From an optimization exercise on the open Yosys and OpenROAD flow, aimed at small area, a short achievable clock period and few clock cycles per item; shortcuts taken in it are not production practice. RTL that was checked went through simulation tests only; none was proved equivalent to the original. Power figures rest on the tool's default switching activity, not on a simulated workload.

raven:
==> flow/design.v <==
`timescale 1ns/10ps
package rename_pkg;
    localparam int arch_regs = 32;
    localparam int phys_regs = 64;
    localparam int rob_depth = 16;
    localparam int xlen      = 32;
    typedef logic [4:0]      arch_reg_t;
    typedef logic [5:0]      phys_reg_t;
    typedef logic [3:0]      rob_id_t;
    typedef logic [xlen-1:0] pc_t;
endpackage
`timescale 1ns/10ps
module recovery_ctrl (
    input  logic flush,
    output logic recover
);
    assign recover = flush;
endmodule
`timescale 1ns/10ps
module walk_counter (
    input  logic                clk,
    input  logic                rst_n,
    input  rename_pkg::rob_id_t reset_value,
    input  logic                step,
    input  logic                load,
    input  rename_pkg::rob_id_t load_value,
    output rename_pkg::rob_id_t value
);
    always_ff @(posedge clk or negedge rst_n) begin
        if (!rst_n)     value <= reset_value;
        else if (load)  value <= load_value;
        else if (step)  value <= value + rename_pkg::rob_id_t'(1);
    end
endmodule
`timescale 1ns/10ps
module alias_table (
    input  logic [rename_pkg::arch_regs-1:1] gen,
    input  logic [rename_pkg::arch_regs-1:1] pend,
    input  rename_pkg::arch_reg_t lookup_rs1,
    input  rename_pkg::arch_reg_t lookup_rs2,
    input  rename_pkg::arch_reg_t write_rd,
    input  logic                  commit_valid,
    input  rename_pkg::arch_reg_t commit_rd,
    output rename_pkg::phys_reg_t map_rs1,
    output rename_pkg::phys_reg_t map_rs2,
    output rename_pkg::phys_reg_t free_phys,
    output logic                  rd_busy
);
    logic [rename_pkg::arch_regs-1:0] spec_gen;
    logic [rename_pkg::arch_regs-1:0] free_gen;
    logic [rename_pkg::arch_regs-1:0] busy;
    logic                             rd_commit;
    assign spec_gen = {gen ^ pend, 1'b0};
    assign free_gen = {~(gen ^ pend), 1'b0};
    assign busy     = {pend, 1'b0};
    assign map_rs1   = {spec_gen[lookup_rs1], lookup_rs1};
    assign map_rs2   = {spec_gen[lookup_rs2], lookup_rs2};
    assign free_phys = {free_gen[write_rd], write_rd};
    assign rd_commit = commit_valid && (commit_rd == write_rd);
    assign rd_busy   = busy[write_rd] && !rd_commit;
endmodule
`timescale 1ns/10ps
module free_list (
    input  logic                  clk,
    input  logic                  rst_n,
    input  logic                  recover,
    input  logic                  rat_write,
    input  rename_pkg::arch_reg_t write_rd,
    input  logic                  commit_valid,
    input  rename_pkg::arch_reg_t commit_rd,
    input  rename_pkg::phys_reg_t commit_phys,
    output logic [rename_pkg::arch_regs-1:1] gen,
    output logic [rename_pkg::arch_regs-1:1] pend
);
    always_ff @(posedge clk or negedge rst_n) begin
        if (!rst_n) begin
            gen  <= '0;
            pend <= '0;
        end else begin
            for (int i = 1; i < rename_pkg::arch_regs; i++) begin
                if (commit_valid && commit_rd == rename_pkg::arch_reg_t'(i))
                    gen[i] <= commit_phys[5];
                if (recover)
                    pend[i] <= 1'b0;
                else if (rat_write && write_rd == rename_pkg::arch_reg_t'(i))
                    pend[i] <= 1'b1;
                else if (commit_valid && commit_rd == rename_pkg::arch_reg_t'(i))
                    pend[i] <= 1'b0;
            end
        end
    end
endmodule
`timescale 1ns/10ps
module rob_id_alloc (
    input  logic                clk,
    input  logic                rst_n,
    input  logic                flush,
    input  logic                alloc,
    input  logic                commit_valid,
    output rename_pkg::rob_id_t last_id,
    output logic                id_free
);
    rename_pkg::rob_id_t head;
    walk_counter u_head (
        .clk         (clk),
        .rst_n       (rst_n),
        .reset_value (4'd0),
        .step        (commit_valid),
        .load        (1'b0),
        .load_value  (4'd0),
        .value       (head)
    );
    walk_counter u_last (
        .clk         (clk),
        .rst_n       (rst_n),
        .reset_value (4'd15),
        .step        (alloc),
        .load        (flush),
        .load_value  (commit_valid ? head : head - rename_pkg::rob_id_t'(1)),
        .value       (last_id)
    );
    assign id_free = (last_id - head) != rename_pkg::rob_id_t'(rename_pkg::rob_depth - 2);
endmodule
`timescale 1ns/10ps
module rename_stage (
    input  logic                  clk,
    input  logic                  rst_n,
    input  logic                  flush,
    input  logic                  in_valid,
    input  rename_pkg::pc_t       in_pc,
    input  rename_pkg::arch_reg_t in_rd,
    output logic                  in_ready,
    output logic                  out_valid,
    input  logic                  out_ready,
    output rename_pkg::pc_t       out_pc,
    output rename_pkg::phys_reg_t out_phys_rs1,
    output rename_pkg::phys_reg_t out_phys_rs2,
    output rename_pkg::phys_reg_t out_phys_rd,
    input  rename_pkg::phys_reg_t map_rs1,
    input  rename_pkg::phys_reg_t map_rs2,
    input  rename_pkg::phys_reg_t free_phys,
    input  logic                  rd_busy,
    input  logic                  id_free,
    output logic                  alloc,
    output logic                  rat_write
);
    logic need_rd;
    logic slot_open;
    assign need_rd   = (in_rd != '0);
    assign slot_open = !out_valid || out_ready;
    assign in_ready  = id_free && slot_open && !rd_busy;
    assign alloc     = in_valid && in_ready && !flush;
    assign rat_write = in_valid && id_free && slot_open && need_rd;
    always_ff @(posedge clk or negedge rst_n) begin
        if (!rst_n) begin
            out_valid <= 1'b0;
        end else if (flush) begin
            out_valid <= 1'b0;
        end else if (alloc) begin
            out_valid <= 1'b1;
        end else if (out_ready) begin
            out_valid <= 1'b0;
        end
    end
    always_ff @(posedge clk) begin
        if (slot_open) begin
            out_pc       <= in_pc;
            out_phys_rs1 <= map_rs1;
            out_phys_rs2 <= map_rs2;
            out_phys_rd  <= free_phys;
        end
    end
endmodule
`timescale 1ns/10ps
module rename_top (
    input  logic                  clk,
    input  logic                  rst_n,
    input  logic                  in_valid,
    input  rename_pkg::pc_t       in_pc,
    input  rename_pkg::arch_reg_t in_rs1,
    input  rename_pkg::arch_reg_t in_rs2,
    input  rename_pkg::arch_reg_t in_rd,
    output logic                  in_ready,
    output logic                  out_valid,
    input  logic                  out_ready,
    output rename_pkg::pc_t       out_pc,
    output rename_pkg::phys_reg_t out_phys_rs1,
    output rename_pkg::phys_reg_t out_phys_rs2,
    output rename_pkg::phys_reg_t out_phys_rd,
    output rename_pkg::rob_id_t   out_rob_id,
    input  logic                  commit_valid,
    input  rename_pkg::arch_reg_t commit_rd,
    input  rename_pkg::phys_reg_t commit_phys,
    input  logic                  flush
);
    logic                  recover;
    rename_pkg::phys_reg_t map_rs1;
    rename_pkg::phys_reg_t map_rs2;
    rename_pkg::phys_reg_t free_phys;
    logic                  rd_busy;
    logic                  alloc;
    logic                  rat_write;
    logic                  id_free;
    logic [rename_pkg::arch_regs-1:1] gen;
    logic [rename_pkg::arch_regs-1:1] pend;
    recovery_ctrl u_recovery_ctrl (
        .flush   (flush),
        .recover (recover)
    );
    free_list u_free_list (
        .clk          (clk),
        .rst_n        (rst_n),
        .recover      (recover),
        .rat_write    (rat_write),
        .write_rd     (in_rd),
        .commit_valid (commit_valid),
        .commit_rd    (commit_rd),
        .commit_phys  (commit_phys),
        .gen          (gen),
        .pend         (pend)
    );
    alias_table u_alias_table (
        .gen        (gen),
        .pend       (pend),
        .lookup_rs1 (in_rs1),
        .lookup_rs2 (in_rs2),
        .write_rd   (in_rd),
        .commit_valid (commit_valid),
        .commit_rd  (commit_rd),
        .map_rs1    (map_rs1),
        .map_rs2    (map_rs2),
        .free_phys  (free_phys),
        .rd_busy    (rd_busy)
    );
    rob_id_alloc u_rob_id_alloc (
        .clk          (clk),
        .rst_n        (rst_n),
        .flush        (flush),
        .alloc        (alloc),
        .commit_valid (commit_valid),
        .last_id      (out_rob_id),
        .id_free      (id_free)
    );
    rename_stage u_rename_stage (.*);
endmodule
make LEC_CHECK=0 CAP_MARGIN=20 CORE_MARGIN=2 CORE_UTILIZATION=50 SETUP_SLACK_MARGIN=2.5 SLEW_MARGIN=20 finish   # period 5.5 ns
run.sh (not shown) runs the stock make flow with config.mk's settings and CLKGATE_MAP_FILE= SYNTH_SCRIPT=/design/flow/synth_recipe.tcl, a recipe that flattens the netlist after the stock synthesis.
Testbench counts of raven, summed over its fixed seeds: cycles 6,716, items 4,096.
The inputs of sierra differ from those of raven as listed below.
--- a/flow/design.v
+++ b/flow/design.v
@@ -151,5 +151,5 @@
     assign in_ready  = id_free && slot_open && !rd_busy;
     assign alloc     = in_valid && in_ready && !flush;
-    assign rat_write = in_valid && id_free && slot_open && need_rd;
+    assign rat_write = alloc && need_rd;
     always_ff @(posedge clk or negedge rst_n) begin
         if (!rst_n) begin
### Flow results
Area after synthesis sits higher in sierra than in raven. Going from raven to sierra, design area decreased by about 0.5% relative to the old numbers, post-CTS setup-driven buffer insertion count moved down, die area picked up an extra 1.1%, detailed route wirelength on metal3 grew by about 0.9%. Comparing number of multi-input combinational cells for raven and sierra, the smaller number came from sierra. Critical path arrival of sierra is on par with raven.
Testbench counts of sierra, summed over its fixed seeds: cycles 6,716, items 4,096.

rename_top, a different RTL version from the one above (not shown whole).
Size in the first run: ~520 cells after synthesis, about 120 flip-flops, roughly 120 I/O pins, ~0.0061 mm2 of cells after synthesis.
==> module alias_table, before the edit <==
module alias_table (
    input  logic [rename_pkg::arch_regs-1:1] gen,
    input  logic [rename_pkg::arch_regs-1:1] pend,
    input  rename_pkg::arch_reg_t lookup_rs1,
    input  rename_pkg::arch_reg_t lookup_rs2,
    input  rename_pkg::arch_reg_t write_rd,
    input  logic                  commit_valid,
    input  rename_pkg::arch_reg_t commit_rd,
    output rename_pkg::phys_reg_t map_rs1,
    output rename_pkg::phys_reg_t map_rs2,
    output rename_pkg::phys_reg_t free_phys,
    output logic                  rd_busy
);
    logic [rename_pkg::arch_regs-1:0] spec_gen;
    logic [rename_pkg::arch_regs-1:0] free_gen;
    logic [rename_pkg::arch_regs-1:0] busy;
    logic                             rd_commit;
    assign spec_gen = {gen ^ pend, 1'b0};
    assign free_gen = {~(gen ^ pend), 1'b0};
    assign busy     = {pend, 1'b0};
    assign map_rs1   = {spec_gen[lookup_rs1], lookup_rs1};
    assign map_rs2   = {spec_gen[lookup_rs2], lookup_rs2};
    assign free_phys = {free_gen[write_rd], write_rd};
    assign rd_commit = commit_valid && (commit_rd == write_rd);
    assign rd_busy   = busy[write_rd] && !rd_commit;
endmodule
==> module free_list, before the edit <==
module free_list (
    input  logic                  clk,
    input  logic                  rst_n,
    input  logic                  recover,
    input  logic                  rat_write,
    input  rename_pkg::arch_reg_t write_rd,
    input  logic                  commit_valid,
    input  rename_pkg::arch_reg_t commit_rd,
    input  rename_pkg::phys_reg_t commit_phys,
    output logic [rename_pkg::arch_regs-1:1] gen,
    output logic [rename_pkg::arch_regs-1:1] pend
);
    always_ff @(posedge clk or negedge rst_n) begin
        if (!rst_n) begin
            gen  <= '0;
        end else begin
            for (int i = 1; i < rename_pkg::arch_regs; i++)
                if (commit_valid && commit_rd == rename_pkg::arch_reg_t'(i))
                    gen[i] <= commit_phys[5];
        end
    end
    always_ff @(posedge clk) begin
            for (int i = 1; i < rename_pkg::arch_regs; i++) begin
                if (recover)
                    pend[i] <= 1'b0;
                else if (rat_write && write_rd == rename_pkg::arch_reg_t'(i))
                    pend[i] <= 1'b1;
                else if (commit_valid && commit_rd == rename_pkg::arch_reg_t'(i))
                    pend[i] <= 1'b0;
            end
    end
endmodule
export LEC_CHECK = 0
export CAP_MARGIN = 20
export CORE_MARGIN = 2
export CORE_UTILIZATION = 50
export SETUP_SLACK_MARGIN = 2.5
export SLEW_MARGIN = 20
create_clock -name core_clock -period 5.5 [get_ports {clk}]
standard.sh (not shown) runs the stock make flow with config.mk's settings and CLKGATE_MAP_FILE= SYNTH_SCRIPT=/design/flow/synth_recipe.tcl, a recipe that flattens the netlist after the stock synthesis.
==> flow/flow/run.sh <==
#!/bin/bash
# The standard layout, with the resizer free to change a cell's footprint,
# port buffers made of buf_1 cells (the resizer upsizes those that need it)
# and a clock tree of small clock buffers with no dummy loads.
set -euo pipefail
bash standard.sh MATCH_CELL_FOOTPRINT=0 \
    "BUFFER_PORTS_ARGS=-buffer_cell sky130_fd_sc_hd__buf_1" \
    "CTS_ARGS=-sink_clustering_enable -repair_clock_nets -sink_clustering_size 20 -sink_clustering_max_diameter 80 -buf_list {sky130_fd_sc_hd__clkbuf_4 sky130_fd_sc_hd__clkbuf_8} -dont_use_dummy_load" \
    finish > standard_flow.log 2>&1
Next try:
--- a/flow/design.v
+++ b/flow/design.v
@@ -64,6 +64,16 @@
     assign map_rs2   = {spec_gen[lookup_rs2], lookup_rs2};
     assign free_phys = {free_gen[write_rd], write_rd};
+    logic [3:0] rd_lo;
+    logic [7:0] rd_hi;
+    logic [7:0] group_busy;
+    always_comb begin
+        for (int j = 0; j < 4; j++) rd_lo[j] = (write_rd[1:0] == 2'(j));
+        for (int g = 0; g < 8; g++) begin
+            rd_hi[g]      = (write_rd[4:2] == 3'(g));
+            group_busy[g] = |(busy[4*g +: 4] & rd_lo);
+        end
+    end
     assign rd_commit = commit_valid && (commit_rd == write_rd);
-    assign rd_busy   = busy[write_rd] && !rd_commit;
+    assign rd_busy   = |(group_busy & rd_hi) && !rd_commit;
 endmodule
 `timescale 1ns/10ps
@@ -86,5 +96,5 @@
             for (int i = 1; i < rename_pkg::arch_regs; i++)
                 if (commit_valid && commit_rd == rename_pkg::arch_reg_t'(i))
-                    gen[i] <= commit_phys[5];
+                    gen[i] <= !gen[i];
         end
     end
Design area falls slightly.
Critical path depth falls by 1.
Worst setup slack barely changes.
Die area falls slightly.
Hold slack gets better by 0.0080 ns.
Via count falls slightly.
Clock skew rises by 0.0067 ns.
Core utilization hardly moves.
Power rises by about a fifth.
Maximum frequency stays flat.
First-iteration DRC count falls by about a fifth.
Cell count rises by a few percent.
Wire length stays flat.
No run of this note included a check of the RTL's function; only the layout flow was run.

[re-timing with driven ports]
How much do the figures lean on ideal ports? The routed layouts below were timed once more, with nothing changed but the port constraints. Step 1 sets driving cells, clkbuf_16 on the clock port and buf_2 on the other inputs (assumed; they add their load-dependent delay and slew). Step 2 moves the port delays by t, midway between the first and last clock arrival at a register: inputs arrive t later, outputs are due t later. That takes back most of the time a late clock gives input paths. a / b / c = no drivers / after step 1 / after step 2; a / b = the first two.
run	t, ns	slack for setup (ns)	worst setup path at the end
raven	0.451	1.739 / 1.694 / 1.694	input to output
sierra	0.455	1.749 / 1.688 / 1.688	input to output
the first run of note 2	0.474	1.752 / 1.709 / 1.709	input to output
the second run of note 2	0.472	1.752 / 1.660 / 1.660	input to output
After both steps every run listed still meets setup and hold. For the second run of note 2, which loses most, drivers alone change the setup slack by -0.092 ns; drivers and shift together by -0.092 ns.
